This design comes from an exercise in tuning for small area on the open sky130 flow, not from production work. In this exercise RTL edits were held to simulation tests only and were not proved equivalent to the original. Power figures rest on the tool's default switching activity, not on a simulated workload. The flow treats the clock pin as an ideal source, which a real chip does not have.

===== flow/config.mk =====
export PLATFORM = sky130hd
export DESIGN_NAME = pad_config_sequencer
export DESIGN_NICKNAME = pad_config_sequencer
export VERILOG_FILES = /design/flow/design.v
export SDC_FILE = /design/flow/constraint.sdc
export NUM_CORES = 4
export LEC_CHECK = 0
export CAP_MARGIN = 20
export CORE_MARGIN = 2
export CORE_UTILIZATION = 40
export SLEW_MARGIN = 20

===== flow/constraint.sdc =====
create_clock -name core_clock -period 3.5 [get_ports {clk}]
set_input_delay 0.7000 -clock core_clock [delete_from_list [all_inputs] [get_ports {clk}]]
set_output_delay 0.7000 -clock core_clock [all_outputs]
set_load 0.01 [all_outputs]

===== flow/design.v =====
module pad_config_sequencer #(
  parameter int NPADS  = 46,
  parameter int SETTLE = 4,
  parameter int AW     = 6
) (
  input  logic                 clk,
  input  logic                 rst,
  input  logic                 bus_wr_valid,
  output logic                 bus_wr_ready,
  input  logic [AW-1:0]        bus_wr_addr,
  input  logic [7:0]           bus_wr_data,
  output logic                 bus_wr_err,
  input  logic [AW-1:0]        bus_rd_addr,
  output logic [7:0]           bus_rd_data,
  input  logic                 bus_commit_valid,
  output logic                 bus_commit_ready,
  output logic                 bus_busy,
  output logic                 bus_commit_done,
  output logic [NPADS-1:0]     pad_oe,
  output logic [NPADS-1:0]     pad_ie,
  output logic [NPADS-1:0]     pad_pu,
  output logic [NPADS-1:0]     pad_pd,
  output logic [NPADS-1:0]     pad_pdrv0,
  output logic [NPADS-1:0]     pad_pdrv1,
  output logic [NPADS-1:0]     pad_sl,
  output logic [NPADS-1:0]     pad_cs
);
  localparam int              CW          = (SETTLE > 1) ? $clog2(SETTLE) : 1;
  localparam logic [CW-1:0]   SETTLE_LOAD = CW'(SETTLE - 1);
  localparam logic [AW:0]     NPADS_W     = (AW + 1)'(NPADS);
  localparam logic [7:0]      RST_WORD    = 8'h02;
  typedef enum logic [2:0] {
    IDLE, QUIESCE, SETTLE1, UPDATE, SETTLE2, ENABLE, DONE
  } state_t;
  state_t            state, state_nx;
  logic [CW-1:0]     cnt;
  logic [7:0]        shadow [NPADS];
  logic [NPADS-1:0]  chg, chg_now;
  logic [7:0]        rd_q;
  logic              err_q;
  logic              wr_fire, wr_in_range, rd_in_range;
  assign wr_fire     = bus_wr_valid && (state == IDLE);
  assign wr_in_range = {1'b0, bus_wr_addr} < NPADS_W;
  assign rd_in_range = {1'b0, bus_rd_addr} < NPADS_W;
  assign bus_wr_ready     = (state == IDLE);
  assign bus_commit_ready = (state == IDLE);
  assign bus_busy         = (state != IDLE);
  assign bus_commit_done  = (state == DONE);
  assign bus_rd_data      = rd_q;
  assign bus_wr_err       = err_q;
  always_comb begin
    chg_now = '0;
    for (int unsigned i = 0; i < NPADS; i++) begin
      chg_now[i] = shadow[i] != {pad_cs[i], pad_sl[i], pad_pdrv1[i], pad_pdrv0[i],
                                 pad_pd[i], pad_pu[i], pad_ie[i], pad_oe[i]};
    end
  end
  always_comb begin
    state_nx = state;
    unique case (state)
      IDLE:    if (bus_commit_valid) state_nx = QUIESCE;
      QUIESCE: state_nx = (|chg_now) ? SETTLE1 : DONE;
      SETTLE1: if (cnt == '0) state_nx = UPDATE;
      UPDATE:  state_nx = SETTLE2;
      SETTLE2: if (cnt == '0) state_nx = ENABLE;
      ENABLE:  state_nx = DONE;
      DONE:    state_nx = IDLE;
      default: state_nx = IDLE;
    endcase
  end
  always_ff @(posedge clk or posedge rst) begin
    if (rst) begin
      state <= IDLE;
      cnt   <= '0;
      chg   <= '0;
    end else begin
      state <= state_nx;
      if (state == QUIESCE) chg <= chg_now;
      if (state == QUIESCE || state == UPDATE) cnt <= SETTLE_LOAD;
      else if (cnt != '0)                      cnt <= cnt - 1'b1;
    end
  end
  always_ff @(posedge clk or posedge rst) begin
    if (rst) begin
      for (int unsigned i = 0; i < NPADS; i++) shadow[i] <= RST_WORD;
      rd_q  <= RST_WORD;
      err_q <= 1'b0;
    end else begin
      err_q <= wr_fire && !wr_in_range;
      if (wr_fire && wr_in_range) shadow[bus_wr_addr] <= bus_wr_data;
      rd_q <= rd_in_range ? shadow[bus_rd_addr] : 8'h00;
    end
  end
  always_ff @(posedge clk or posedge rst) begin
    if (rst) begin
      pad_oe    <= '0;
      pad_ie    <= '1;
      pad_pu    <= '0;
      pad_pd    <= '0;
      pad_pdrv0 <= '0;
      pad_pdrv1 <= '0;
      pad_sl    <= '0;
      pad_cs    <= '0;
    end else begin
      case (state)
        QUIESCE: pad_oe <= pad_oe & ~chg_now;
        UPDATE: begin
          for (int unsigned i = 0; i < NPADS; i++) begin
            if (chg[i]) begin
              pad_ie[i]    <= shadow[i][1];
              pad_pu[i]    <= shadow[i][2];
              pad_pd[i]    <= shadow[i][3];
              pad_pdrv0[i] <= shadow[i][4];
              pad_pdrv1[i] <= shadow[i][5];
              pad_sl[i]    <= shadow[i][6];
              pad_cs[i]    <= shadow[i][7];
            end
          end
        end
        ENABLE: begin
          for (int unsigned i = 0; i < NPADS; i++) begin
            if (chg[i]) pad_oe[i] <= shadow[i][0];
          end
        end
        default: ;
      endcase
    end
  end
endmodule

===== flow/run.sh =====
#!/bin/bash
# synth_recipe.tcl (not shown) runs the flow's synth.tcl, then flattens the netlist and writes it again
# the make line also repeats each setting of config.mk as NAME=value (left out here)
make -C /OpenROAD-flow-scripts/flow DESIGN_CONFIG=/design/flow/config.mk WORK_HOME=/design/flow/orfs CLKGATE_MAP_FILE= SYNTH_SCRIPT=/design/flow/synth_recipe.tcl finish

==> metrics.cfg, run 1 <==
[outcome]
status = no timing/DRC/antenna violations

[sta]
post-route-min-period_ps = 3290
max_freq_mhz = 304
finalHoldViolations = 0
fin_skew_ps = 27.0
max-slew-margin-rel = 0.359
min_period_over_period = 0.941
grt_setup_unrepaired = no
setup_viol = 0
tightest_slew_ps = 962
slew_viol_final = 0

[routing]
drt-wirelength-per-cell_um = 34.8
wl_um = 168000
drt_pre_antenna_iters = 7
first_iter_violations = 2447
via_per_inst = 5.85
num_vias = 28300
drtAntennaViolNets = 0
drc = 0

[worst_setup_path]
crit_end = rd_q[2]
worst-path-max-fanout = 11
startpoint = bus_rd_addr[3]
r2r-end = state[2]
worstSetupEndpointType = flop
crit_type = in -> reg
cp-start-kind = input pin
reg2reg_depth = 7
required_ps = 4030
rr_startpoint = shadow[15][6]
reg2reg_slack_ps = 630
crit_arrival_ps = 3830

[finish]
area.growth.synth_to_final_pct = 29.0
final_net_count = 3541
drive_gt1_frac = 0.349
final_cells = 4836

[place]
dp_hpwl_um = 134000
place_congestion = 1.01
dp.cells = 4667
portBuffers = 404

[synthesis]
ys_types = 54
yosys.area.top_type = dfrtp_1
synthFlopType = dfrtp_1
synth_area_leaders = dfrtp_1 47%, mux2_2 21%, xor2_1 8.7%
ys_seq_area_frac = 0.537
synth-seq-cells = 796
ys_warn_count = 2
avgSynthCellArea_um2 = 12.9
synthesis.nets = 2915
netlist_instances = 2890
synth_top_area_frac = 0.472
syn_area_mm2 = 0.0373
async_flop_share = 1.00
synth_edf_count = 0

[global_routing]
antenna_found_initial = 9
grt_max_degree = 108
grt.total_usage = 0.352
grt_pass1_vias = 29000
grt_remaining_overflow = 0
grt_pass1_wl_um = 234000

[clock_tree]
path_clk_slew_ps = 70
cts_made_buffers = 90
ctsHoldBuffers = 0
cts_tree = done
cts_buffer_depth = 3
cts_resized = 0
htreeDepth = 3
clk_latency_ps = 670
cts.sinks = 796
cts_setup_buffers = 0
ctsRootBufferMaster = clkbuf_16

[flow_run]
cap_violations = 0

[power_and_ir_drop]
ir_worst_vdd_v = 0.000684
power_density_mw_per_mm2 = 761
total_power_w = 0.0366
power.leakage_nw = 24.4

[floorplan]
start_util = 0.405
die-width_um = 309
core_mm2 = 0.0921
die_h_um = 309
die_area_mm2 = 0.0957
io_pins = 405
core.rowCount = 111

[min_path]
hp-class = in -> reg

[where the power goes]
| group | total (W) | leakage [nW] | switching (W) | internal (W) |
|---|---|---|---|---|
| logic | 0.0117 | 12.3 | 0.00596 | 0.00574 |
| clock network | 0.0100 | 1.57 | 0.00399 | 0.00604 |
| registers | 0.0149 | 10.5 | 0.00337 | 0.0115 |
[cells in the mapped netlist (29+ instances only)]
library cell    n
nand2_1       110
mux2i_1        47
xor2_1        369
and3_1         48
nand4_1        47
a31oi_1        49
dfrtp_1       703
nor2_1         98
nor4_1        105
clkbuf_1      109
dfstp_2        93
a22oi_1        74
a21boi_0       30
a32oi_1        60
o21ai_0        49
mux2_2        690
and2_1         29
[layout by cell type, fill, tap and decap left out, drive strengths merged, types with 4 or more instances in the layout]
cell	netlist	layout
nand2b	5	5
a32oi	60	60
clkdlybuf4s50	0	396
inv	6	9
xor2	369	369
nand2	111	111
mux2i	47	47
nor4	106	106
o21ai	50	50
and2	32	32
a22oi	74	74
nor2b	5	5
a221oi	5	5
nor2	98	98
dfrtp	703	703
nor3	31	31
a21oi	19	19
clkinv	0	25
and3	48	48
a21boi	30	30
nand3	16	16
a221o	7	7
buf	35	282
a211oi	6	6
a2111oi	10	10
clkbuf	109	126
dfstp	93	93
nor4bb	5	5
a31oi	49	49
nand4	47	47
mux2	691	691
nor4b	4	4
bufinv	0	11
[final cells by class]
type / instances / area [µm²]
fillers: 7834 / 43900
flip-flops and latches: 796 / 20000
multi-input cells: 1944 / 16800
repair buffers: 678 / 6600
clock buffers: 126 / 2610
well taps: 1243 / 1560
clock inverters: 41 / 549
inverters: 6 / 26.3
diodes: 2 / 5.00
[critical path, cell delays in order]
cell	delay, ps
clkdlybuf4s50_1	540
buf_4	200
buf_4	160
nor4b_2	70
buf_4	220
and3_1	210
a2111oi_1	820
buf_4	270
nand3_1	90
nor4_1	410
a211oi_1	130
[kinds of logic (layout without fill, tap and decap cells)]
kind of cell               after synthesis  count (layout)  synth area share
DFF                                    796             796             0.537
other                                    0               2                 0
adders and majority gates                1               1          0.000335
and+or+nand+nor                        518             518            0.0766
xor gates and xnor gates               369             369            0.0867
muxes                                  738             738             0.221
AOI/OAI and AO/OA                      318             318            0.0618
buffers and inverters                  150             851            0.0162
[routing by layer]
layer	vias up	global-route usage	wire, µm
li1	11900	-	-
met3	218	0.0489	8730
met4	6	0.116	6010
met1	15300	0.485	73900
met5	-	0	77
met2	948	0.571	79400
[flip-flops by register name, summed over array words and instances, names as in the netlist]
register and count:
shadow 368, chg 46, pad_cs 46, pad_ie 46
pad_oe 46, pad_pd 46, pad_pdrv0 46, pad_pdrv1 46
pad_pu 46, pad_sl 46, rd_q 8, state 3
cnt 2, err_q 1
[per-stage QoR]
| step | hold slack [ps] | cell area, µm² | setup slack, ps | utilization | setup TNS [ps] |
|---|---|---|---|---|---|
| 4_1_cts | 339 | 48100 | 266 | 0.523 | 0 |
| 3_5_place_dp | 514 | 45000 | -416 | 0.488 | -1050 |
| 3_3_place_gp | 490 | 45000 | -818 | 0.488 | -1660 |
| 6_report | 376 | 48100 | 206 | 0.523 | 0 |
| 5_1_grt | 361 | 48100 | 178 | 0.523 | 0 |
| 2_1_floorplan | 480 | 37300 | -8050 | - | -6119600 |
[worst min path at each step]
stage | start | to | slack (ps) | depth (start not counted)
floorplan | chg[41] | chg[41] | 480 | 1
global placement | chg[41] | chg[41] | 490 | 1
detailed placement | chg[41] | chg[41] | 510 | 1
CTS | bus_wr_data[4] | shadow[43][4] | 340 | 2
global route | bus_wr_data[4] | shadow[43][4] | 360 | 2
finish | bus_wr_data[4] | shadow[42][4] | 380 | 2
==> inputs of run 2 (changes only) <==
==> flow/design.v (replaced) <==
module pad_config_sequencer #(
  parameter int NPADS  = 46,
  parameter int AW     = 6
) (
  input  logic                 clk,
  input  logic                 rst,
  input  logic                 bus_wr_valid,
  output logic                 bus_wr_ready,
  input  logic [AW-1:0]        bus_wr_addr,
  input  logic [7:0]           bus_wr_data,
  output logic                 bus_wr_err,
  input  logic [AW-1:0]        bus_rd_addr,
  output logic [7:0]           bus_rd_data,
  input  logic                 bus_commit_valid,
  output logic                 bus_commit_ready,
  output logic                 bus_busy,
  output logic                 bus_commit_done,
  output logic [NPADS-1:0]     pad_oe,
  output logic [NPADS-1:0]     pad_ie,
  output logic [NPADS-1:0]     pad_pu,
  output logic [NPADS-1:0]     pad_pd,
  output logic [NPADS-1:0]     pad_pdrv0,
  output logic [NPADS-1:0]     pad_pdrv1,
  output logic [NPADS-1:0]     pad_sl,
  output logic [NPADS-1:0]     pad_cs
);
  localparam logic [7:0] RST_WORD = 8'h02;
  logic [3:0]        step;
  logic [7:0]        shadow [NPADS];
  logic [NPADS-1:0]  chg_now;
  logic [7:0]        rd_q;
  logic              err_q;
  logic              idle, wr_fire;
  assign idle    = (step == 4'd0);
  assign wr_fire = bus_wr_valid && idle;
  assign bus_wr_ready     = idle;
  assign bus_commit_ready = idle;
  assign bus_busy         = !idle;
  assign bus_commit_done  = (step == 4'd12);
  assign bus_rd_data      = rd_q;
  assign bus_wr_err       = err_q;
  always_comb begin
    for (int i = 0; i < NPADS; i++) begin
      chg_now[i] = shadow[i] != {pad_cs[i], pad_sl[i], pad_pdrv1[i], pad_pdrv0[i],
                                 pad_pd[i], pad_pu[i], pad_ie[i], pad_oe[i]};
    end
  end
  always_ff @(posedge clk or posedge rst) begin
    if (rst) begin
      step <= 4'd0;
    end else begin
      case (step)
        4'd0:    if (bus_commit_valid) step <= 4'd1;
        4'd1:    step <= (|chg_now) ? 4'd2 : 4'd12;
        4'd12:   step <= 4'd0;
        default: step <= step + 4'd1;
      endcase
    end
  end
  always_ff @(posedge clk or posedge rst) begin
    if (rst) begin
      for (int i = 0; i < NPADS; i++) shadow[i] <= RST_WORD;
      rd_q  <= RST_WORD;
      err_q <= 1'b0;
    end else begin
      err_q <= wr_fire && (bus_wr_addr >= AW'(NPADS));
      for (int i = 0; i < NPADS; i++)
        if (wr_fire && bus_wr_addr == AW'(i)) shadow[i] <= bus_wr_data;
      rd_q <= (bus_rd_addr < AW'(NPADS)) ? shadow[bus_rd_addr] : 8'h00;
    end
  end
  always_ff @(posedge clk or posedge rst) begin
    if (rst) begin
      pad_oe    <= '0;
      pad_ie    <= '1;
      pad_pu    <= '0;
      pad_pd    <= '0;
      pad_pdrv0 <= '0;
      pad_pdrv1 <= '0;
      pad_sl    <= '0;
      pad_cs    <= '0;
    end else begin
      if (step == 4'd1) pad_oe <= pad_oe & ~chg_now;
      if (step == 4'd11) begin
        for (int i = 0; i < NPADS; i++) pad_oe[i] <= shadow[i][0];
      end
      if (step == 4'd6) begin
        for (int i = 0; i < NPADS; i++) begin
          pad_ie[i]    <= shadow[i][1];
          pad_pu[i]    <= shadow[i][2];
          pad_pd[i]    <= shadow[i][3];
          pad_pdrv0[i] <= shadow[i][4];
          pad_pdrv1[i] <= shadow[i][5];
          pad_sl[i]    <= shadow[i][6];
          pad_cs[i]    <= shadow[i][7];
        end
      end
    end
  end
endmodule
==> run 2 against run 1 <==
Effect of this change:
- sequential share of layout area rose by 0.50 points
- clock power down 5%
- synthesized area decreased by 7.0%
- synthesized cell count shrank 8.4%
- flip-flop and latch count decreased by 47
- first-iteration DRC count fell by 7.8%
- cell count shrank 7.5%
- setup slack improved by 72 ps
- wire length fell by 6.4%
- largest power group unchanged
- highest routed layer unchanged
==> metrics.cfg, run 2 <==
[outcome]
status = no timing/DRC/antenna violations  ; unchanged

[global_routing]
grt_max_degree = 127  ; was 108
grt.total_usage = 0.350  ; was 0.352
grt_pass1_vias = 26000  ; was 29000
antenna_found_initial = 12  ; was 9
grt_remaining_overflow = 0  ; unchanged
grt_pass1_wl_um = 217000  ; was 234000 µm

[synthesis]
synth-seq-cells = 749  ; was 796
yosysMostFrequentCell = mux2_2  ; was dfrtp_1
synth_top_family_by_area = multiplexers  ; unchanged
synth_xor_area_frac = 0.0932  ; was 0.0867
synthAdderAreaFrac = 0.00144  ; was 0.000335
async_flop_share = 1.00  ; unchanged
ys_seq_area_frac = 0.544  ; was 0.537
ys_warn_count = 2  ; unchanged
synth_area_leaders = dfrtp_1 47%, mux2_2 23%, xnor2_1 9.3%  ; was dfrtp_1 47%, mux2_2 21%, xor2_1 8.7%
synthFlopType = dfrtp_1  ; unchanged
avgSynthCellArea_um2 = 13.1  ; was 12.9 µm²
synthSimpleGateAreaFrac = 0.0643  ; was 0.0766
netlist_instances = 2647  ; was 2890
synthesis.nets = 2675  ; was 2915
synth_edf_count = 0  ; unchanged
syn_area_mm2 = 0.0347  ; was 0.0373 mm²
ys_types = 51  ; was 54
yosys.area.top_type = dfrtp_1  ; unchanged
synthTopCellsByCount = 697 x mux2_2, 656 x dfrtp_1, 369 x xnor2_1  ; was 703 x dfrtp_1, 690 x mux2_2, 369 x xor2_1
muxShareOfSynthArea = 0.227  ; was 0.221
synth_compound_area_frac = 0.0567  ; was 0.0618
synth_top_area_frac = 0.473  ; was 0.472

[sta]
fin_skew_ps = 33.9  ; was 27.0 ps
finalHoldViolations = 0  ; unchanged
holdWs_ps = 459  ; was 376 ps
tightest_slew_ps = 918  ; was 962 ps
slew_viol_final = 0  ; unchanged
grt_setup_unrepaired = no  ; unchanged
post-route-min-period_ps = 3220  ; was 3290 ps
max_freq_mhz = 310  ; was 304 MHz
max-slew-margin-rel = 0.388  ; was 0.359
setup_viol = 0  ; unchanged
min_period_over_period = 0.921  ; was 0.941
setup_tns_ps = 0  ; unchanged

[worst_setup_path]
r2r-end = step[3]  ; was state[2]
reg2reg_depth = 9  ; was 7
crit_arrival_ps = 3790  ; was 3830 ps
worst-path-max-fanout = 4  ; was 11
rr_startpoint = shadow[8][1]  ; was shadow[15][6]
crit_type = reg -> reg  ; was in -> reg
cp-start-kind = flop  ; was input pin
reg2reg_slack_ps = 280  ; was 630 ps
worstSetupEndpointType = flop  ; unchanged
required_ps = 4060  ; was 4030 ps

[power_and_ir_drop]
ir_worst_vdd_v = 0.000552  ; was 0.000684 V
power.leakage_nw = 19.9  ; was 24.4 nW
power_density_mw_per_mm2 = 713  ; was 761 mW/mm²

[finish]
largest_register_ffs = 368  ; unchanged
final_cell_mix = 697 x mux2_2, 656 x dfrtp_1, 397 x clkdlybuf4s50_1  ; was 703 x dfrtp_1, 690 x mux2_2, 396 x clkdlybuf4s50_1
area.growth.synth_to_final_pct = 29.1  ; was 29.0%
layout_commonest_cell = mux2_2  ; was dfrtp_1
final_net_count = 3282  ; was 3541
regMostFlops = shadow  ; unchanged
drive_gt1_frac = 0.359  ; was 0.349

[floorplan]
die_h_um = 298  ; was 309 µm
start_util = 0.405  ; about the same
io_pins = 405  ; unchanged
core.rowCount = 107  ; was 111
core_mm2 = 0.0855  ; was 0.0921 mm²
die-width_um = 298  ; was 309 µm
die_area_mm2 = 0.0891  ; was 0.0957 mm²

[place]
place_congestion = 1.03  ; was 1.01
dp_hpwl_um = 125000  ; was 134000 µm
portBuffers = 404  ; unchanged

[routing]
via_per_inst = 5.84  ; was 5.85
drc = 0  ; unchanged
drt_pre_antenna_iters = 5  ; was 7
wl_um = 157000  ; was 168000 µm
first_iter_violations = 2255  ; was 2447
drtAntennaViolNets = 0  ; unchanged
num_vias = 26100  ; was 28300
drt-wirelength-per-cell_um = 35.2  ; was 34.8 µm

[flow_run]
cap_violations = 0  ; unchanged

[clock_tree]
clk_latency_ps = 660  ; was 670 ps
htreeDepth = 3  ; unchanged
cts_resized = 0  ; unchanged
cts_setup_buffers = 0  ; unchanged
cts_tree = done  ; unchanged
cts_buffer_depth = 3  ; unchanged
ctsRootBufferMaster = clkbuf_16  ; unchanged
cts_made_buffers = 85  ; was 90
path_clk_slew_ps = 60  ; was 70 ps
cts.sinks = 749  ; was 796
ctsHoldBuffers = 0  ; unchanged

[min_path]
hp-class = in -> async  ; was in -> reg

[run 2: power by group]
group	internal (W)	switching (W)
clock network	0.00565	0.00382
logic	0.00467	0.00527
registers	0.0102	0.00230
[run 2: through the flow]
| stage | std cells | power [W] | worst slack [ps] | area (µm²) | utilization |
|---|---|---|---|---|---|
| after floorplan | 2647 | 0.0163 | -7390 | 34700 | - |
| final | 4473 | 0.0319 | 278 | 44800 | 0.523 |
| after detailed placement | 4311 | 0.0225 | -160 | 41700 | 0.488 |
| after global routing | 4471 | 0.0330 | 219 | 44800 | 0.523 |
| after global placement | 4311 | 0.0223 | -173 | 41700 | 0.488 |
| after CTS | 4471 | 0.0320 | 240 | 44800 | 0.523 |
[run 2: final cells by class]
cell class | count | area [µm²]
Antenna cell | 2 | 5.00
Timing Repair Buffer | 629 | 6040
Tap cell | 1144 | 1430
Inverter | 6 | 26.3
Clock inverter | 35 | 522
Sequential cell | 749 | 18900
Clock buffer | 125 | 2520
Multi-Input combinational cell | 1783 | 15400
Fill cell | 7341 | 40800
[run 2: worst max-delay path, stage by stage, from the launching register on]
cell      delay, ps
dfstp_2         640
xnor2_1         150
nand4_1         130
nor2_1          320
nand4_1         440
nor4_1          700
buf_4           270
nand4b_1        110
buf_4           190
o211ai_1        160
[run 2: cells by family after synthesis]
family / after synthesis
AND/OR/NAND/NOR: 421
flip-flops: 749
XOR/XNOR: 369
multiplexers: 698
AO/OA/AOI/OAI: 291
buffers and inverters: 115
adder cells (fa/ha/maj): 4
[run 2: how the worst max path moves through the flow]
stage | from | end | slack, ps | cells past startpoint
after global routing | shadow[8][1] | step[3] | 220 | 9
after floorplan | rst | err_q | -7390 | 1
after CTS | shadow[8][1] | step[3] | 240 | 9
after global placement | bus_rd_addr[0] | rd_q[2] | -170 | 9
after detailed placement | bus_rd_addr[0] | rd_q[2] | -160 | 9
final | shadow[8][1] | step[3] | 280 | 9
[run 2: metal layers]
metal  vias to the layer above  routed length [µm]  track usage
li1                      10900                   -            -
met2                       983               72900        0.556
met5                         -                  41            0
met4                         6                5140        0.105
met3                       190                9670       0.0530
met1                     14100               69700        0.494
==> inputs of run 3 (changes only) <==
==> flow/flow/run.sh (new file) <==
#!/bin/bash
# Own layout flow: the standard ORFS flow with three changes.
#  1. Synthesis is the standard one (synth_recipe.tcl and ORFS synth.tcl, so the
#     same registers with the same names and cells), except that ABC maps the
#     combinational logic with an area-oriented script (flow/area.abc).
#  2. Port buffers are sky130_fd_sc_hd__buf_1 (every input and output port
#     still gets its own buffer).
#  3. CTS uses clkbuf_4/clkbuf_8 and inserts no dummy loads.
# Each tool's output goes to the ORFS logs under orfs/logs and to flow.log here.
set -euo pipefail
here=$(pwd)

# ORFS synth.tcl, with the ABC script replaced right after the preamble sets it.
sed '/^source \$::env(SCRIPTS_DIR)\/synth_preamble.tcl/a lset abc_args 1 '"$here"'/flow/area.abc' \
  "$FLOW_HOME/scripts/synth.tcl" > "$here/flow_synth.tcl"
grep -q "flow/area.abc" "$here/flow_synth.tcl"
sed 's#^source \$::env(SCRIPTS_DIR)/synth.tcl$#source '"$here"'/flow_synth.tcl#' \
  "$here/synth_recipe.tcl" > "$here/flow_synth_recipe.tcl"
grep -q "flow_synth.tcl" "$here/flow_synth_recipe.tcl"
sed "s#$here/synth_recipe.tcl#$here/flow_synth_recipe.tcl#" "$here/standard.sh" > "$here/flow_standard.sh"
grep -q "flow_synth_recipe.tcl" "$here/flow_standard.sh"

export BUFFER_PORTS_ARGS="-buffer_cell sky130_fd_sc_hd__buf_1"
export CTS_ARGS="-sink_clustering_enable -repair_clock_nets -dont_use_dummy_load -buf_list {sky130_fd_sc_hd__clkbuf_4 sky130_fd_sc_hd__clkbuf_8}"

bash "$here/flow_standard.sh" > "$here/flow.log" 2>&1
==> flow/flow/area.abc (new file) <==
strash
ifraig
scorr
dc2
strash
dch -f
amap
==> flow/standard.sh (new file) <==
#!/bin/bash
# synth_recipe.tcl (not shown) runs the flow's synth.tcl, then flattens the netlist and writes it again
# the make line also repeats each setting of config.mk as NAME=value (left out here)
make -C /OpenROAD-flow-scripts/flow DESIGN_CONFIG=/design/flow/config.mk WORK_HOME=/design/flow/orfs CLKGATE_MAP_FILE= SYNTH_SCRIPT=/design/flow/synth_recipe.tcl "${@:-finish}"
removed: flow/run.sh
==> run 3 against run 2 <==
Effect of this change:
- clock power down 29%
- synthesized cell count increased by 25%
- sequential share of layout area increased by 6.2 points
- non-clock buffer count down 40
==> metrics.cfg, run 3 <==
[routing]
drc = 0  ; unchanged
num_vias = 32600  ; was 26100
drt-wirelength-per-cell_um = 30.5  ; was 35.2 µm
drt_pre_antenna_iters = 9  ; was 5
via_per_inst = 6.39  ; was 5.84
wl_um = 156000  ; was 157000 µm
first_iter_violations = 3994  ; was 2255
drtAntennaViolNets = 0  ; unchanged

[sta]
max-slew-margin-rel = 0.275  ; was 0.388
tightest_slew_ps = 1090  ; was 918 ps
setup_viol = 0  ; unchanged
min_period_over_period = 0.935  ; was 0.921
grt_setup_unrepaired = no  ; unchanged
slew_viol_final = 0  ; unchanged
finalHoldViolations = 0  ; unchanged
post-route-min-period_ps = 3270  ; was 3220 ps
fin_skew_ps = 62.6  ; was 33.9 ps
max_freq_mhz = 305  ; was 310 MHz

[finish]
area.growth.synth_to_final_pct = 19.3  ; was 29.1%
final_net_count = 4060  ; was 3282
final_area_mm2 = 0.0390  ; was 0.0448 mm²
regMostFlops = shadow  ; unchanged
multi_input_area_mm2 = 0.0107  ; was 0.0154 mm²
final_cell_mix = 1083 x o22ai_1, 840 x clkinv_1, 656 x dfrtp_1  ; was 697 x mux2_2, 656 x dfrtp_1, 397 x clkdlybuf4s50_1
largest_register_ffs = 368  ; unchanged
drive_gt1_frac = 0.106  ; was 0.359
seq_area_mm2 = 0.0189  ; unchanged
layout_commonest_cell = o22ai_1  ; was mux2_2
nFillCells = 7771  ; was 7341

[worst_setup_path]
worstSetupEndpointType = flop  ; unchanged
cp-start-kind = flop  ; unchanged
required_ps = 4200  ; was 4060 ps
cp_common_cell = clkinv_1
crit_type = reg -> reg  ; unchanged
cpPeakStageDelay_ps = 430  ; was 700 ps
crit_arrival_ps = 3970  ; was 3790 ps
rr_startpoint = step[1]  ; was shadow[8][1]
worstPathCellList = clkinv_1 > ha_1 > clkinv_1 > nor3_1 > nand2_1 > or3_1 > or3_1 > nor2_1 > clkinv_1 > o22ai_1  ; was xnor2_1 > nand4_1 > nor2_1 > nand4_1 > nor4_1 > buf_4 > nand4b_1 > buf_4 > o211ai_1
reg2reg_depth = 10  ; was 9
reg2reg_slack_ps = 230  ; was 280 ps
cp_slowest_cell = dfrtp_1  ; was nor4_1
worst-path-max-fanout = 8  ; was 4
r2r-end = shadow[41][5]  ; was step[3]

[floorplan]
core.rowCount = 104  ; was 107
die_area_mm2 = 0.0841  ; was 0.0891 mm²
core_mm2 = 0.0808  ; was 0.0855 mm²
die-width_um = 290  ; was 298 µm
die_h_um = 290  ; was 298 µm
io_pins = 405  ; unchanged
start_util = 0.405  ; about the same

[clock_tree]
cts_resized = 0  ; unchanged
path_clk_slew_ps = 60  ; about the same
cts_buffer_depth = 3  ; unchanged
ctsRootBufferMaster = clkbuf_8  ; was clkbuf_16
htreeDepth = 4  ; was 3
cts_tree = done  ; unchanged
cts.sinks = 749  ; unchanged
cts_setup_buffers = 0  ; unchanged
cts_made_buffers = 132  ; was 85
clk_latency_ps = 810  ; was 660 ps
ctsHoldBuffers = 0  ; unchanged

[synthesis]
synthTopCellsByCount = 1083 x o22ai_1, 852 x clkinv_1, 656 x dfrtp_1  ; was 697 x mux2_2, 656 x dfrtp_1, 369 x xnor2_1
synthFlopType = dfrtp_1  ; unchanged
synthAdderAreaFrac = 0.00153  ; was 0.00144
yosys.area.top_type = dfrtp_1  ; unchanged
ys_types = 35  ; was 51
synth_xor_area_frac = 0  ; was 0.0932
netlist_instances = 3310  ; was 2647
synth_area_leaders = dfrtp_1 50%, o22ai_1 21%, clkinv_1 9.8%  ; was dfrtp_1 47%, mux2_2 23%, xnor2_1 9.3%
ys_seq_area_frac = 0.576  ; was 0.544
muxShareOfSynthArea = 0  ; was 0.227
yosysMostFrequentCell = o22ai_1  ; was mux2_2
async_flop_share = 1.00  ; unchanged
synth_compound_area_frac = 0.262  ; was 0.0567
avgSynthCellArea_um2 = 9.89  ; was 13.1 µm²
syn_area_mm2 = 0.0327  ; was 0.0347 mm²
synth_top_family_by_area = compound AO/OA/AOI/OAI gates  ; was multiplexers
synthSimpleGateAreaFrac = 0.0621  ; was 0.0643
synthesis.nets = 3338  ; was 2675
ys_warn_count = 2  ; unchanged
synth-seq-cells = 749  ; unchanged
synth_edf_count = 0  ; unchanged
synth_top_area_frac = 0.502  ; was 0.473

[power_and_ir_drop]
combPwrFrac = 0.351  ; was 0.312
power.leakage_nw = 14.4  ; was 19.9 nW
clkPwrFrac = 0.188  ; was 0.297
power.switching_w = 0.0154  ; was 0.0114 W
total_power_w = 0.0355  ; was 0.0319 W
sequentialPowerShare = 0.461  ; was 0.391
ir_worst_vdd_v = 0.000491  ; was 0.000552 V
p_int_w = 0.0202  ; was 0.0205 W
switching_share = 0.432  ; was 0.357
power_density_mw_per_mm2 = 910  ; was 713 mW/mm²

[place]
place_area_mm2 = 0.0372  ; was 0.0417 mm²
portBuffers = 404  ; unchanged
dp_hpwl_um = 114000  ; was 125000 µm
place_congestion = 1.06  ; was 1.03

[global_routing]
grt_max_degree = 154  ; was 127
grt.total_usage = 0.362  ; was 0.350
grt_pass1_wl_um = 220000  ; was 217000 µm
antenna_found_initial = 13  ; was 12
grt_remaining_overflow = 0  ; unchanged
grt_pass1_vias = 30600  ; was 26000

[outcome]
status = no timing/DRC/antenna violations  ; unchanged

[min_path]
hp-class = in -> async  ; unchanged

[flow_run]
cap_violations = 0  ; unchanged

## run 3: kinds of logic after synthesis
| logic type | Yosys count |
|---|---|
| AOI/OAI and AO/OA | 1286 |
| buffers and inverters | 853 |
| DFF | 749 |
| and+or+nand+nor | 418 |
| adders and majority gates | 4 |
## run 3: power by group through the flow
stage / Clock [W] / Combinational, W / Sequential (W)
floorplan: 0 / 0.00696 / 0.0157
global placement: 0 / 0.0121 / 0.0163
detailed placement: 0 / 0.0123 / 0.0163
CTS: 0.00675 / 0.0124 / 0.0162
global route: 0.00712 / 0.0136 / 0.0166
finish: 0.00669 / 0.0125 / 0.0164
## run 3: critical path: cells and delay by family, from the launching register on
kind / cells / cell delay [ps]
buffers and inverters: 3 / 540
AO/OA/AOI/OAI: 1 / 270
adder cells (fa/ha/maj): 1 / 140
flip-flops: 1 / 430
AND/OR/NAND/NOR: 5 / 1810
## run 3: layout make-up
type                            instances  area share
Sequential cell                       749       0.483
Inverter                              852      0.0831
Antenna cell                            7    0.000449
Tap cell                             1060      0.0340
Multi-Input combinational cell       1708       0.274
Clock buffer                          132      0.0465
Timing Repair Buffer                  589      0.0792
## run 3: worst max path at each step
stage / startpoint / endpoint / slack [ps] / depth (start not counted)
final: step[1] / shadow[41][5] / 230 / 10
after CTS: shadow[27][5] / step[1] / 300 / 12
after floorplan: step[0] / pad_ie[0] / -5290 / 5
after detailed placement: bus_rd_addr[3] / rd_q[4] / -200 / 14
after global placement: bus_rd_addr[3] / rd_q[1] / -260 / 12
after global routing: step[1] / shadow[41][6] / 80 / 10
## run 3: per-layer routing
metal,GRT usage,part of all wire,vias up
li1,-,-,14000
met1,0.480,0.39,16100
met2,0.531,0.43,1951
met3,0.103,0.11,462
met4,0.211,0.064,6
met5,0,0.00028,-
## run 3: through the flow
stage	setup TNS, ps	setup slack [ps]	hold slack (ps)	utilization	cells
after detailed placement	-377	-199	488	0.461	4958
after global routing	0	78.6	114	0.483	5094
after CTS	0	303	68.7	0.483	5090
final	0	226	85.3	0.483	5097
after global placement	-640	-256	484	0.461	4958
after floorplan	-1785640	-5290	484	-	3310
==> inputs of run 4 (changes only) <==
--- a/flow/flow/run.sh
+++ b/flow/flow/run.sh
@@ -5,7 +5,7 @@
 #     combinational logic with an area-oriented script (flow/area.abc).
 #  2. Port buffers are sky130_fd_sc_hd__buf_1 (every input and output port
 #     still gets its own buffer).
-#  3. CTS uses clkbuf_4/clkbuf_8 and inserts no dummy loads.
+#  3. CTS clusters up to 30 sinks per leaf buffer and inserts no dummy loads.
 # Each tool's output goes to the ORFS logs under orfs/logs and to flow.log here.
 set -euo pipefail
 here=$(pwd)
@@ -21,6 +21,6 @@
 grep -q "flow_synth_recipe.tcl" "$here/flow_standard.sh"
 
 export BUFFER_PORTS_ARGS="-buffer_cell sky130_fd_sc_hd__buf_1"
-export CTS_ARGS="-sink_clustering_enable -repair_clock_nets -dont_use_dummy_load -buf_list {sky130_fd_sc_hd__clkbuf_4 sky130_fd_sc_hd__clkbuf_8}"
+export CTS_ARGS="-sink_clustering_enable -repair_clock_nets -dont_use_dummy_load -sink_clustering_size 30 -sink_clustering_max_diameter 100 -buf_list {sky130_fd_sc_hd__clkbuf_4 sky130_fd_sc_hd__clkbuf_8 sky130_fd_sc_hd__clkbuf_16}"
 
 bash "$here/flow_standard.sh" > "$here/flow.log" 2>&1
==> run 4 against run 3 <==
Effect of this change:
- combinational power hardly changed
- critical path depth stayed put
- synthesized area stayed put
- design area is 2.7% lower
==> metrics.cfg, run 4 <==
[finish]
final_net_count = 3958  ; was 4060
area.growth.synth_to_final_pct = 16.1  ; was 19.3%
final_cell_mix = 1083 x o22ai_1, 840 x clkinv_1, 656 x dfrtp_1  ; unchanged
regMostFlops = shadow  ; unchanged
drive_gt1_frac = 0.0825  ; was 0.106
layout_commonest_cell = o22ai_1  ; unchanged
largest_register_ffs = 368  ; unchanged

[clock_tree]
cts_buffer_depth = 3  ; unchanged
ctsRootBufferMaster = clkbuf_16  ; was clkbuf_8
htreeDepth = 1  ; was 4
cts_made_buffers = 30  ; was 132
path_clk_slew_ps = 120  ; was 60 ps
clk_latency_ps = 660  ; was 810 ps
cts_setup_buffers = 0  ; unchanged
cts_tree = done  ; unchanged
cts.sinks = 749  ; unchanged
ctsHoldBuffers = 0  ; unchanged
cts_resized = 0  ; unchanged

[sta]
setup_viol = 0  ; unchanged
min_period_over_period = 0.960  ; was 0.935
tightest_slew_ps = 1090  ; about the same
holdWs_ps = 170  ; was 85.3 ps
grt_setup_unrepaired = no  ; unchanged
post-route-min-period_ps = 3360  ; was 3270 ps
finalHoldViolations = 0  ; unchanged
max-slew-margin-rel = 0.274  ; was 0.275
max_freq_mhz = 297  ; was 305 MHz
slew_viol_final = 0  ; unchanged
fin_skew_ps = 48.0  ; was 62.6 ps
setup_slack_ps = 139  ; was 226 ps
setup_tns_ps = 0  ; unchanged

[global_routing]
antenna_found_initial = 14  ; was 13
grt_remaining_overflow = 0  ; unchanged
grt_max_degree = 154  ; unchanged
grt_pass1_vias = 29700  ; was 30600
grt.total_usage = 0.354  ; was 0.362
grt_pass1_wl_um = 217000  ; was 220000 µm

[synthesis]
synth_edf_count = 0  ; unchanged
avgSynthCellArea_um2 = 9.89  ; unchanged
async_flop_share = 1.00  ; unchanged
ys_types = 35  ; unchanged
synthesis.nets = 3338  ; unchanged
netlist_instances = 3310  ; unchanged
ys_seq_area_frac = 0.576  ; unchanged
syn_area_mm2 = 0.0327  ; unchanged
ys_warn_count = 2  ; unchanged
synth_area_leaders = dfrtp_1 50%, o22ai_1 21%, clkinv_1 9.8%  ; unchanged
synth-seq-cells = 749  ; unchanged
synthFlopType = dfrtp_1  ; unchanged
synthTopCellsByCount = 1083 x o22ai_1, 852 x clkinv_1, 656 x dfrtp_1  ; unchanged
yosys.area.top_type = dfrtp_1  ; unchanged
yosysMostFrequentCell = o22ai_1  ; unchanged
synth_top_area_frac = 0.502  ; unchanged

[routing]
drc = 0  ; unchanged
wl_um = 153000  ; was 156000 µm
via_per_inst = 6.40  ; was 6.39
first_iter_violations = 3716  ; was 3994
drtAntennaViolNets = 0  ; unchanged
num_vias = 32000  ; was 32600
drt_pre_antenna_iters = 6  ; was 9
drt-wirelength-per-cell_um = 30.7  ; was 30.5 µm

[place]
place_ws_ps = -199  ; unchanged
portBuffers = 404  ; unchanged
dp_hpwl_um = 114000  ; unchanged
place_congestion = 1.06  ; unchanged

[min_path]
hp-class = in -> async  ; unchanged

[floorplan]
core_mm2 = 0.0808  ; unchanged
die_h_um = 290  ; unchanged
die-width_um = 290  ; unchanged
die_area_mm2 = 0.0841  ; unchanged
io_pins = 405  ; unchanged
core.rowCount = 104  ; unchanged
start_util = 0.405  ; unchanged

[worst_setup_path]
required_ps = 4030  ; was 4200 ps
worst-path-max-fanout = 8  ; unchanged
crit_arrival_ps = 3890  ; was 3970 ps
crit_type = reg -> reg  ; unchanged
worstSetupEndpointType = flop  ; unchanged
cp-start-kind = flop  ; unchanged

[power_and_ir_drop]
ir_worst_vdd_v = 0.000579  ; was 0.000491 V
total_power_w = 0.0330  ; was 0.0355 W
power.leakage_nw = 13.8  ; was 14.4 nW
power_density_mw_per_mm2 = 870  ; was 910 mW/mm²

[outcome]
status = no timing/DRC/antenna violations  ; unchanged

[flow_run]
cap_violations = 0  ; unchanged

[run 4: power by group]
part | switching [W] | internal (W) | total, W
combinational | 0.00784 | 0.00459 | 0.0124
clock | 0.00275 | 0.00154 | 0.00429
sequential | 0.00410 | 0.0122 | 0.0163
total | 0.0147 | 0.0183 | 0.0330
[run 4: kinds of logic (layout without fill, tap and decap cells)]
logic type,after synthesis,count (layout),synth area share
compound gates,1286,1286,0.262
fa+ha+maj,4,4,0.00153
buf+inv,853,1471,0.0980
flops,749,749,0.576
other cells,0,6,0
simple gates,418,418,0.0621
[run 4: area by class of cell]
cell class	instances	area, µm²
fill	7833	42800
sequential	749	18900
multi-input combinational	1708	10700
inverter	852	3240
timing repair buffer	589	3090
tap	1060	1330
clock buffer	30	751
antenna	6	15.0
[run 4: metrics by stage]
stage / util / std cells / area [µm²]
floorplan: - / 3310 / 32800
global placement: 0.461 / 4958 / 37200
detailed placement: 0.461 / 4958 / 37200
CTS: 0.470 / 4988 / 38000
global route: 0.470 / 4991 / 38000
finish: 0.470 / 4994 / 38000
[run 4: critical path: stages, from the launching register on]
cell,delay [ps]
dfrtp_1,460
clkinv_1,100
ha_1,150
clkinv_1,70
nor3_1,270
nand2_1,380
or3_1,440
or3_1,370
nor2_1,370
clkinv_1,360
o22ai_1,250
[run 4: path summary, 6_finish.rpt]
path / from / slack, ps / endpoint / cells after the start
max: step[1] / 140 / shadow[41][3] / 10
min: rst / 170 / shadow[11][4] / 2
max reg2reg: step[1] / 140 / shadow[41][3] / 10
min reg2reg: pad_ie[28] / 500 / pad_ie[28] / 2
max in group asynchronous: rst / 2410 / pad_ie[18] / 3
min in group core_clock: bus_commit_valid / 300 / step[0] / 3
[run 4: routing by layer]
metal  wire [µm]  global-route usage  part of all wire  up-vias
met5          35                   0           0.00023        -
met4       10200               0.194             0.066        6
met3       16100              0.0863              0.11      420
met2       66400               0.524              0.43     1837
met1       60700               0.479              0.40    15800
li1            -                   -                 -    13900
==> inputs of run 5 (changes only) <==
--- a/flow/design.v
+++ b/flow/design.v
@@ -26,7 +26,8 @@
 );
   localparam logic [7:0] RST_WORD = 8'h02;
   logic [3:0]        step;
-  logic [7:0]        shadow [NPADS];
+  logic [7:0]        shadow [NPADS], shadow_nx [NPADS];
+  logic              clr_q;
   logic [NPADS-1:0]  chg_now;
   logic [7:0]        rd_q;
   logic              err_q;
@@ -39,6 +40,12 @@
   assign bus_commit_done  = (step == 4'd12);
   assign bus_rd_data      = rd_q;
   assign bus_wr_err       = err_q;
+  logic [7:0] rd_mux;
+  always_comb begin
+    rd_mux = 8'h00;
+    for (int i = 0; i < NPADS; i++)
+      rd_mux = rd_mux | ({8{bus_rd_addr == AW'(i)}} & shadow[i]);
+  end
   always_comb begin
     for (int i = 0; i < NPADS; i++) begin
       chg_now[i] = shadow[i] != {pad_cs[i], pad_sl[i], pad_pdrv1[i], pad_pdrv0[i],
@@ -58,15 +65,29 @@
     end
   end
   always_ff @(posedge clk or posedge rst) begin
+    if (rst) clr_q <= 1'b1;
+    else     clr_q <= 1'b0;
+  end
+  always_comb begin
+    for (int i = 0; i < NPADS; i++) begin
+      logic sel, keep;
+      sel  = wr_fire && bus_wr_addr == AW'(i);
+      keep = !sel && !clr_q;
+      shadow_nx[i] = ({8{sel}} & bus_wr_data) | ({8{keep}} & shadow[i]) |
+                     ({8{!sel && clr_q}} & RST_WORD);
+    end
+  end
+  always_ff @(posedge clk) begin
+    for (int i = 0; i < NPADS; i++) shadow[i] <= shadow_nx[i];
+  end
+  always_ff @(posedge clk or posedge rst) begin
     if (rst) begin
-      for (int i = 0; i < NPADS; i++) shadow[i] <= RST_WORD;
       rd_q  <= RST_WORD;
       err_q <= 1'b0;
     end else begin
       err_q <= wr_fire && (bus_wr_addr >= AW'(NPADS));
-      for (int i = 0; i < NPADS; i++)
-        if (wr_fire && bus_wr_addr == AW'(i)) shadow[i] <= bus_wr_data;
-      rd_q <= (bus_rd_addr < AW'(NPADS)) ? shadow[bus_rd_addr] : 8'h00;
+      if (clr_q) rd_q <= (bus_rd_addr < AW'(NPADS)) ? RST_WORD : 8'h00;
+      else       rd_q <= rd_mux;
     end
   end
   always_ff @(posedge clk or posedge rst) begin
==> flow/flow/run.sh (replaced) <==
#!/bin/bash
set -euo pipefail
here=$(pwd)

# ORFS synth.tcl, with the ABC script replaced right after the preamble sets it.
sed '/^source \$::env(SCRIPTS_DIR)\/synth_preamble.tcl/a lset abc_args 1 '"$here"'/flow/area.abc' \
  "$FLOW_HOME/scripts/synth.tcl" > "$here/flow_synth.tcl"
grep -q "flow/area.abc" "$here/flow_synth.tcl"
sed 's#^source \$::env(SCRIPTS_DIR)/synth.tcl$#source '"$here"'/flow_synth.tcl#' \
  "$here/synth_recipe.tcl" > "$here/flow_synth_recipe.tcl"
grep -q "flow_synth.tcl" "$here/flow_synth_recipe.tcl"
sed "s#$here/synth_recipe.tcl#$here/flow_synth_recipe.tcl#" "$here/standard.sh" > "$here/flow_standard.sh"
grep -q "flow_synth_recipe.tcl" "$here/flow_standard.sh"

export BUFFER_PORTS_ARGS="-buffer_cell sky130_fd_sc_hd__buf_1"
export GPL_KEEP_OVERFLOW=0
export CTS_ARGS="-sink_clustering_enable -repair_clock_nets -dont_use_dummy_load -sink_clustering_size 30 -sink_clustering_max_diameter 100 -buf_list {sky130_fd_sc_hd__clkbuf_4 sky130_fd_sc_hd__clkbuf_8 sky130_fd_sc_hd__clkbuf_16}"

bash "$here/flow_standard.sh" > "$here/flow.log" 2>&1
==> flow/flow/area.abc (replaced) <==
strash
ifraig
scorr
dc2
strash
dch -f
amap -F 3 -A 8
--- a/flow/config.mk
+++ b/flow/config.mk
@@ -8,4 +8,5 @@
 export CAP_MARGIN = 20
 export CORE_MARGIN = 2
 export CORE_UTILIZATION = 40
+export SETUP_SLACK_MARGIN = 0.2
 export SLEW_MARGIN = 20
==> run 5 against run 4 <==
Effect of this change:
- count of clock-buffer cells in the layout stayed put
- wire length is 3.1% lower
- design area down 7.0%
- flip-flop and latch count up 1
- largest cell class unchanged
==> metrics.cfg, run 5 <==
[synthesis]
synth_compound_area_frac = 0.282  ; was 0.262
yosysMostFrequentCell = o22ai_1  ; unchanged
async_flop_share = 0.509  ; was 1.00
synthTopCellsByCount = 1085 x o22ai_1, 807 x clkinv_1, 368 x dfxtp_1  ; was 1083 x o22ai_1, 852 x clkinv_1, 656 x dfrtp_1
avgSynthCellArea_um2 = 9.33  ; was 9.89 µm²
ys_types = 35  ; unchanged
synth_top_area_frac = 0.270  ; was 0.502
syn_area_mm2 = 0.0310  ; was 0.0327 mm²
synth_edf_count = 0  ; unchanged
synth_top_family_by_area = compound AO/OA/AOI/OAI gates  ; unchanged
ys_seq_area_frac = 0.549  ; was 0.576
synthesis.nets = 3348  ; was 3338
synth_area_leaders = dfrtp_1 27%, dfxtp_1 24%, o22ai_1 22%  ; was dfrtp_1 50%, o22ai_1 21%, clkinv_1 9.8%
ys_warn_count = 3  ; was 2
muxShareOfSynthArea = 0  ; unchanged
synthSimpleGateAreaFrac = 0.0695  ; was 0.0621
synthAdderAreaFrac = 0.00162  ; was 0.00153
synth-seq-cells = 750  ; was 749
synth_xor_area_frac = 0  ; unchanged
synthFlopType = dfxtp_1  ; was dfrtp_1
netlist_instances = 3320  ; was 3310
yosys.area.top_type = dfrtp_1  ; unchanged

[power_and_ir_drop]
ir_worst_vdd_v = 0.000321  ; was 0.000579 V
total_power_w = 0.0176  ; was 0.0330 W
power.leakage_nw = 12.8  ; was 13.8 nW
power_density_mw_per_mm2 = 498  ; was 870 mW/mm²

[global_routing]
grt_pass1_vias = 28000  ; was 29700
antenna_found_initial = 9  ; was 14
grt_remaining_overflow = 0  ; unchanged
grt.total_usage = 0.363  ; was 0.354
grt_pass1_wl_um = 207000  ; was 217000 µm
grt_max_degree = 144  ; was 154

[worst_setup_path]
cp-start-kind = flop  ; unchanged
required_ps = 4070  ; was 4030 ps
startpoint = pad_sl[19]  ; was step[1]
worst-path-max-fanout = 3  ; was 8
rr_startpoint = pad_sl[19]  ; was step[1]
worstSetupEndpointType = flop  ; unchanged
crit_arrival_ps = 3900  ; was 3890 ps
crit_type = reg -> reg  ; unchanged

[routing]
num_vias = 30800  ; was 32000
drt-wirelength-per-cell_um = 30.8  ; was 30.7 µm
wl_um = 149000  ; was 153000 µm
drt_pre_antenna_iters = 8  ; was 6
first_iter_violations = 3465  ; was 3716
drtAntennaViolNets = 0  ; unchanged
drc = 0  ; unchanged
via_per_inst = 6.39  ; was 6.40

[clock_tree]
htreeDepth = 1  ; unchanged
ctsRootBufferMaster = clkbuf_16  ; unchanged
cts_tree = done  ; unchanged
cts_setup_buffers = 0  ; unchanged
cts_buffer_depth = 3  ; unchanged
clk_latency_ps = 660  ; about the same
path_clk_slew_ps = 120  ; about the same
cts.sinks = 750  ; was 749
ctsHoldBuffers = 0  ; unchanged
cts_made_buffers = 30  ; unchanged

[outcome]
status = no timing/DRC/antenna violations  ; unchanged

[floorplan]
core_mm2 = 0.0771  ; was 0.0808 mm²
core.rowCount = 102  ; was 104
die_h_um = 282  ; was 290 µm
die_area_mm2 = 0.0796  ; was 0.0841 mm²
start_util = 0.402  ; was 0.405
io_pins = 405  ; unchanged
die-width_um = 282  ; was 290 µm

[flow_run]
cap_violations = 0  ; unchanged

[place]
dp.cells = 4784  ; was 4958
place_area_mm2 = 0.0344  ; was 0.0372 mm²
place_congestion = 1.05  ; was 1.06
dp_hpwl_um = 110000  ; was 114000 µm
portBuffers = 404  ; unchanged

[sta]
setup_viol = 0  ; unchanged
finalHoldViolations = 0  ; unchanged
min_period_over_period = 0.951  ; was 0.960
holdWs_ps = 312  ; was 170 ps
fin_skew_ps = 74.0  ; was 48.0 ps
tightest_slew_ps = 1170  ; was 1090 ps
max_freq_mhz = 300  ; was 297 MHz
slew_viol_final = 0  ; unchanged
post-route-min-period_ps = 3330  ; was 3360 ps
max-slew-margin-rel = 0.216  ; was 0.274
setup_tns_ps = 0  ; unchanged
grt_setup_unrepaired = yes  ; was no

[finish]
area.growth.synth_to_final_pct = 14.1  ; was 16.1%
final_cell_mix = 1085 x o22ai_1, 794 x clkinv_1, 403 x buf_1  ; was 1083 x o22ai_1, 840 x clkinv_1, 656 x dfrtp_1
layout_commonest_cell = o22ai_1  ; unchanged
final_net_count = 3804  ; was 3958
final_cells = 4821  ; was 4994
final_area_mm2 = 0.0353  ; was 0.0380 mm²
regMostFlops = shadow  ; unchanged
drive_gt1_frac = 0.0464  ; was 0.0825
largest_register_ffs = 368  ; unchanged

[min_path]
hp-class = in -> async  ; unchanged

-- run 5: metal layers --
metal,share of wire,vias up,track usage
met5,0.00062,-,0
met4,0.050,14,0.160
met3,0.098,313,0.0705
li1,-,13600,-
met1,0.41,15200,0.497
met2,0.44,1654,0.558
-- run 5: where the power goes --
group	internal [W]	switching, W
sequential	0.00919	0.000408
clock	0.00154	0.00277
combinational	0.00106	0.00263
total	0.0118	0.00581
-- run 5: kinds of logic (layout without fill, tap and decap cells) --
kind of cell,count (synthesis),in the layout
flops,750,750
buf+inv,808,1262
compound gates,1338,1338
other cells,1,8
fa+ha+maj,4,4
simple gates,419,419
-- run 5: final timing paths --
check,cells after the start,slack [ps],to
min reg2reg,2,490,pad_sl[20]
max,10,170,step[3]
max reg2reg,10,170,step[3]
min in group core_clock,3,350,step[0]
min,3,310,pad_sl[29]
max in group asynchronous,4,1910,rd_q[7]
-- run 5: what timing repair did --
action                                  CTS  global route
endpoints found under the setup margin  373           442
endpoints found under the hold margin     0             0
resized for setup                        32            62
pin swaps                                 1             2
-- run 5: final cells by class --
| cell class | count | area, µm² |
|---|---|---|
| diodes | 7 | 17.5 |
| clock buffers | 30 | 751 |
| fillers | 7601 | 41700 |
| inverters | 807 | 3110 |
| multi-input cells | 1762 | 11200 |
| flip-flops and latches | 750 | 17000 |
| well taps | 1040 | 1300 |
| repair buffers | 425 | 1970 |
-- run 5: per-stage QoR --
stage / util / setup slack [ps]
floorplan: - / -5340
global placement: 0.439 / -11300
detailed placement: 0.446 / -520
CTS: 0.456 / 129
global route: 0.458 / 167
finish: 0.458 / 171
-- run 5: critical path, stage by stage, from the launching register on --
cell      delay [ps]
dfrtp_1          420
clkinv_1          70
o22ai_1           80
nor4_1           470
nand2_1          240
nor4_4           480
nand4_1          520
or3_4            600
nor2_1           180
a21oi_1           80
nor2_1           100
==> inputs of run 6 (changes only) <==
--- a/flow/design.v
+++ b/flow/design.v
@@ -26,18 +26,19 @@
 );
   localparam logic [7:0] RST_WORD = 8'h02;
   logic [3:0]        step;
-  logic [7:0]        shadow [NPADS], shadow_nx [NPADS];
+  logic              idle_q, any_q;
+  logic [7:0]        shadow [NPADS], shadow_q [NPADS], shadow_nx [NPADS];
   logic              clr_q;
   logic [NPADS-1:0]  chg_now;
   logic [7:0]        rd_q;
   logic              err_q;
   logic              idle, wr_fire;
-  assign idle    = (step == 4'd0);
+  assign idle    = idle_q;
   assign wr_fire = bus_wr_valid && idle;
   assign bus_wr_ready     = idle;
   assign bus_commit_ready = idle;
   assign bus_busy         = !idle;
-  assign bus_commit_done  = (step == 4'd12);
+  assign bus_commit_done  = (step == 4'd12) || (step == 4'd2 && !any_q);
   assign bus_rd_data      = rd_q;
   assign bus_wr_err       = err_q;
   logic [7:0] rd_mux;
@@ -54,31 +55,40 @@
   end
   always_ff @(posedge clk or posedge rst) begin
     if (rst) begin
-      step <= 4'd0;
+      step   <= 4'd0;
+      idle_q <= 1'b1;
+      any_q  <= 1'b0;
+    end else if (idle_q) begin
+      if (bus_commit_valid) begin
+        step   <= 4'd1;
+        idle_q <= 1'b0;
+      end
     end else begin
-      case (step)
-        4'd0:    if (bus_commit_valid) step <= 4'd1;
-        4'd1:    step <= (|chg_now) ? 4'd2 : 4'd12;
-        4'd12:   step <= 4'd0;
-        default: step <= step + 4'd1;
-      endcase
+      if (step == 4'd1) any_q <= |chg_now;
+      if (bus_commit_done) begin
+        step   <= 4'd0;
+        idle_q <= 1'b1;
+      end else begin
+        step   <= step + 4'd1;
+      end
     end
   end
   always_ff @(posedge clk or posedge rst) begin
     if (rst) clr_q <= 1'b1;
     else     clr_q <= 1'b0;
   end
+  localparam logic [7:0] INV_MASK = 8'h02;
   always_comb begin
     for (int i = 0; i < NPADS; i++) begin
       logic sel, keep;
       sel  = wr_fire && bus_wr_addr == AW'(i);
       keep = !sel && !clr_q;
-      shadow_nx[i] = ({8{sel}} & bus_wr_data) | ({8{keep}} & shadow[i]) |
-                     ({8{!sel && clr_q}} & RST_WORD);
+      shadow[i]    = shadow_q[i] ^ INV_MASK;
+      shadow_nx[i] = ({8{sel}} & (bus_wr_data ^ INV_MASK)) | ({8{keep}} & shadow_q[i]);
     end
   end
   always_ff @(posedge clk) begin
-    for (int i = 0; i < NPADS; i++) shadow[i] <= shadow_nx[i];
+    for (int i = 0; i < NPADS; i++) shadow_q[i] <= shadow_nx[i];
   end
   always_ff @(posedge clk or posedge rst) begin
     if (rst) begin
--- a/flow/flow/run.sh
+++ b/flow/flow/run.sh
@@ -14,6 +14,6 @@
 
 export BUFFER_PORTS_ARGS="-buffer_cell sky130_fd_sc_hd__buf_1"
 export GPL_KEEP_OVERFLOW=0
-export CTS_ARGS="-sink_clustering_enable -repair_clock_nets -dont_use_dummy_load -sink_clustering_size 30 -sink_clustering_max_diameter 100 -buf_list {sky130_fd_sc_hd__clkbuf_4 sky130_fd_sc_hd__clkbuf_8 sky130_fd_sc_hd__clkbuf_16}"
+export CTS_ARGS="-sink_clustering_enable -repair_clock_nets -dont_use_dummy_load -sink_clustering_size 30 -sink_clustering_max_diameter 90 -buf_list {sky130_fd_sc_hd__clkbuf_4 sky130_fd_sc_hd__clkbuf_8 sky130_fd_sc_hd__clkbuf_16}"
 
 bash "$here/flow_standard.sh" > "$here/flow.log" 2>&1
==> flow/flow/area.abc (replaced) <==
strash
ifraig
scorr
dc2
strash
dch -f
amap -F 3 -A 8
topo
stime -c
upsize -c
dnsize -c
==> run 6 against run 5 <==
Effect of this change:
- still clean
- die area shrank 0.18%
- sequential share of layout area up 0.22 points
- register-to-register slack got worse by 20 ps
- critical path type unchanged
- largest cell class unchanged
- largest power group unchanged
- highest routed layer unchanged
==> metrics.cfg, run 6 <==
[outcome]
status = no timing/DRC/antenna violations  ; unchanged

[clock_tree]
cts_buffer_depth = 3  ; unchanged
clk_latency_ps = 680  ; was 660 ps
ctsRootBufferMaster = clkbuf_16  ; unchanged
htreeDepth = 1  ; unchanged
cts_made_buffers = 30  ; unchanged
ctsHoldBuffers = 0  ; unchanged
path_clk_slew_ps = 120  ; about the same
cts_tree = done  ; unchanged
cts.sinks = 752  ; was 750

[synthesis]
avgSynthCellArea_um2 = 9.47  ; was 9.33 µm²
synthesis.nets = 3291  ; was 3348
yosysMostFrequentCell = o22ai_1  ; unchanged
synthTopCellsByCount = 1063 x o22ai_1, 798 x clkinv_1, 368 x dfxtp_1  ; was 1085 x o22ai_1, 807 x clkinv_1, 368 x dfxtp_1
synthFlopType = dfxtp_1  ; unchanged
synth_top_area_frac = 0.271  ; was 0.270
ys_types = 39  ; was 35
async_flop_share = 0.511  ; was 0.509
synth-seq-cells = 752  ; was 750
syn_area_mm2 = 0.0309  ; was 0.0310 mm²
synth_area_leaders = dfrtp_1 27%, dfxtp_1 24%, o22ai_1 22%  ; unchanged
ys_warn_count = 4  ; was 3
netlist_instances = 3263  ; was 3320
synth_edf_count = 0  ; unchanged
ys_seq_area_frac = 0.551  ; was 0.549
yosys.area.top_type = dfrtp_1  ; unchanged

[global_routing]
gr-usage-met2 = 0.532  ; was 0.558
grt_remaining_overflow = 0  ; unchanged
grt_util_met3 = 0.101  ; was 0.0705
use_met1 = 0.461  ; was 0.497
grt_pass1_wl_um = 203000  ; was 207000 µm
top_usage_layer = met2  ; unchanged
grt.total_usage = 0.354  ; was 0.363
grt_pass1_vias = 27600  ; was 28000
grt_max_degree = 178  ; was 144
antenna_found_initial = 18  ; was 9

[sta]
slew_viol_final = 0  ; unchanged
fin_skew_ps = 42.0  ; was 74.0 ps
min_period_over_period = 0.956  ; was 0.951
max-slew-margin-rel = 0.246  ; was 0.216
finalHoldViolations = 0  ; unchanged
grt_setup_unrepaired = yes  ; unchanged
max_freq_mhz = 299  ; was 300 MHz
post-route-min-period_ps = 3350  ; was 3330 ps
setup_viol = 0  ; unchanged
tightest_slew_ps = 1120  ; was 1170 ps

[worst_setup_path]
reg2reg_depth = 11  ; was 10
worst-path-max-fanout = 3  ; unchanged
worstSetupEndpointType = flop  ; unchanged
crit_buf_inv = 1  ; unchanged
reg2reg_slack_ps = 150  ; was 170 ps
crit_arrival_ps = 3880  ; was 3900 ps
startpoint = shadow_q[24][2]  ; was pad_sl[19]
cp-start-kind = flop  ; unchanged
cp_top_family = simple AND/OR/NAND/NOR gates  ; unchanged
crit_cells = 11  ; was 10
cp_slowest_cell = or4_4  ; was or3_4
r2r-end = any_q  ; was step[3]
cpPeakStageDelay_ps = 520  ; was 600 ps
crit_type = reg -> reg  ; unchanged
worstPathCellList = clkinv_1 > a22oi_1 > o221ai_1 > or3_1 > nor4_4 > nand2_1 > nand4b_1 > or4_4 > or4_1 > nor4_1 > nor2_1  ; was clkinv_1 > o22ai_1 > nor4_1 > nand2_1 > nor4_4 > nand4_1 > or3_4 > nor2_1 > a21oi_1 > nor2_1
required_ps = 4030  ; was 4070 ps
rr_startpoint = shadow_q[24][2]  ; was pad_sl[19]

[place]
portBuffers = 404  ; unchanged
place_congestion = 1.11  ; was 1.05
place_area_mm2 = 0.0344  ; about the same
dp_hpwl_um = 106000  ; was 110000 µm

[finish]
regMostFlops = shadow_q  ; was shadow
area.growth.synth_to_final_pct = 14.2  ; was 14.1%
seq_area_mm2 = 0.0170  ; about the same
multi_input_area_mm2 = 0.0109  ; was 0.0112 mm²
largest_register_ffs = 368  ; unchanged
layout_commonest_cell = o22ai_1  ; unchanged
final_util = 0.463  ; was 0.458
final_net_count = 3763  ; was 3804
drive_gt1_frac = 0.0399  ; was 0.0464
final_cell_mix = 1063 x o22ai_1, 784 x clkinv_1, 403 x buf_1  ; was 1085 x o22ai_1, 794 x clkinv_1, 403 x buf_1
nFillCells = 7387  ; was 7601
final_area_mm2 = 0.0353  ; about the same

[power_and_ir_drop]
ir_worst_vdd_v = 0.000529  ; was 0.000321 V
power.leakage_nw = 12.7  ; was 12.8 nW
combPwrFrac = 0.218  ; was 0.210
clkPwrFrac = 0.243  ; was 0.245
sequentialPowerShare = 0.539  ; was 0.545
power_density_mw_per_mm2 = 503  ; was 498 mW/mm²
switching_share = 0.329  ; was 0.330
p_int_w = 0.0119  ; was 0.0118 W
power.switching_w = 0.00584  ; was 0.00581 W

[floorplan]
core_mm2 = 0.0762  ; was 0.0771 mm²
start_util = 0.406  ; was 0.402
die_h_um = 282  ; about the same
die_area_mm2 = 0.0795  ; was 0.0796 mm²
core.rowCount = 101  ; was 102
die-width_um = 282  ; about the same
io_pins = 405  ; unchanged

[routing]
via_per_inst = 6.51  ; was 6.39
drc = 0  ; unchanged
num_vias = 31100  ; was 30800
first_iter_violations = 4523  ; was 3465
drtAntennaViolNets = 0  ; unchanged
drt_pre_antenna_iters = 9  ; was 8
wl_um = 146000  ; was 149000 µm
drt-wirelength-per-cell_um = 30.5  ; was 30.8 µm

[min_path]
hp-class = in -> async  ; unchanged

[flow_run]
cap_violations = 0  ; unchanged

==> run 6: timing repair <==
item / 4_1_cts / 5_1_grt
pin swaps: 1 / 1
setup buffers: 1 / 0
setup endpoints to repair: 1 / 7
cloned: 1 / 0
resized for setup: 13 / 6
hold endpoints to repair: 0 / 0
==> run 6: area by class of cell <==
class,count,share of cell area
Sequential cell,752,0.483
Multi-Input combinational cell,1711,0.310
Inverter,800,0.0879
Timing Repair Buffer,440,0.0606
Tap cell,1030,0.0365
Clock buffer,30,0.0213
Antenna cell,10,0.000709
==> run 6: worst register-to-register path, delay by kind of cell, from the launching register on <==
kind / cells / cell delay, ps
AND/OR/NAND/NOR: 8 / 2330
buffers and inverters: 1 / 140
AO/OA/AOI/OAI: 2 / 290
flip-flops: 1 / 450
==> run 6: worst max path at each step <==
stage                       endpoint  slack (ps)
after floorplan            pad_cs[0]       -3600
after global placement    pad_sl[22]       -8350
after detailed placement     rd_q[2]        -350
after CTS                      any_q         220
after global routing           any_q          80
final                          any_q         150
==> run 6: power by group through the flow <==
stage | logic (W) | clock network, W | registers (W)
2_1_floorplan | 0.00193 | 0 | 0.00978
3_3_place_gp | 0.00347 | 0 | 0.00975
3_5_place_dp | 0.00367 | 0 | 0.00972
4_1_cts | 0.00379 | 0.00431 | 0.00955
5_1_grt | 0.00408 | 0.00459 | 0.00960
6_report | 0.00387 | 0.00432 | 0.00955
==> run 6: logic make-up (layout without fill, tap and decap cells) <==
kind of cell	count (synthesis)	after routing	synth area share
other	1	11	0.000121
buffers and inverters	801	1270	0.0983
DFF	752	752	0.551
adders and majority gates	4	4	0.00162
AOI/OAI and AO/OA	1321	1321	0.283
and+or+nand+nor	384	385	0.0656
==> run 6: per-layer routing <==
layer  wire (µm)  part of all wire
met5         120           0.00082
met4        9680             0.066
met2       62800              0.43
met3       17300              0.12
met1       55600              0.38
==> run 6: through the flow <==
stage / TNS (ps) / total power, W / setup WS, ps / std cells / hold slack, ps
final: 0 / 0.0177 / 153 / 4773 / 174
after global routing: 0 / 0.0183 / 82.9 / 4763 / 199
after CTS: 0 / 0.0176 / 225 / 4763 / 171
after detailed placement: -1740 / 0.0134 / -347 / 4731 / 429
after global placement: -3428080 / 0.0132 / -8350 / 4696 / 424
after floorplan: -1155240 / 0.0117 / -3600 / 3263 / 417

[separate check: timing with driven ports]
Ports are ideal in the flow. The routed layouts listed here were re-timed in OpenROAD.
Step 1 sets driving cells, clkbuf_16 on the clock port and buf_2 on the other inputs (assumed; they add their load-dependent delay and slew).
Step 2 adds t to the input delays and takes it off the output delays; t is the mean of the earliest and latest rising clock arrival at the registers after step 1. Input paths then give back, and output paths get back, about the clock's delay inside the block.
Slacks: ideal ports / drivers / drivers and shift; pairs: ideal ports / drivers.
run | t (ns) | slack for setup (ns) | worst hold slack (ns) | latest minus earliest clock arrival (ns) | cell pins on the clock port's net
run 1 | 0.728 | 0.206 / 0.243 / -0.484 | 0.376 / 0.334 / 0.526 | 0.027 / 0.027 | 1
run 2 | 0.716 | 0.278 / 0.278 / -0.239 | 0.459 / 0.414 / 0.554 | 0.039 / 0.038 | 1
run 3 | 0.848 | 0.226 / 0.226 / -0.380 | 0.085 / 0.036 / 0.494 | 0.074 / 0.075 | 1
run 4 | 0.703 | 0.139 / 0.139 / -0.387 | 0.170 / 0.124 / 0.503 | 0.050 / 0.050 | 1
run 5 | 0.695 | 0.171 / 0.171 / -0.422 | 0.312 / 0.261 / 0.487 | 0.075 / 0.075 | 1
run 6 | 0.724 | 0.153 / 0.153 / -0.520 | 0.174 / 0.127 / 0.444 | 0.045 / 0.045 | 1
Met with ideal ports but missed after step 2: setup timing in every run listed. For run 1, which loses most, drivers alone change the setup slack by +0.037 ns; drivers and shift together by -0.690 ns.
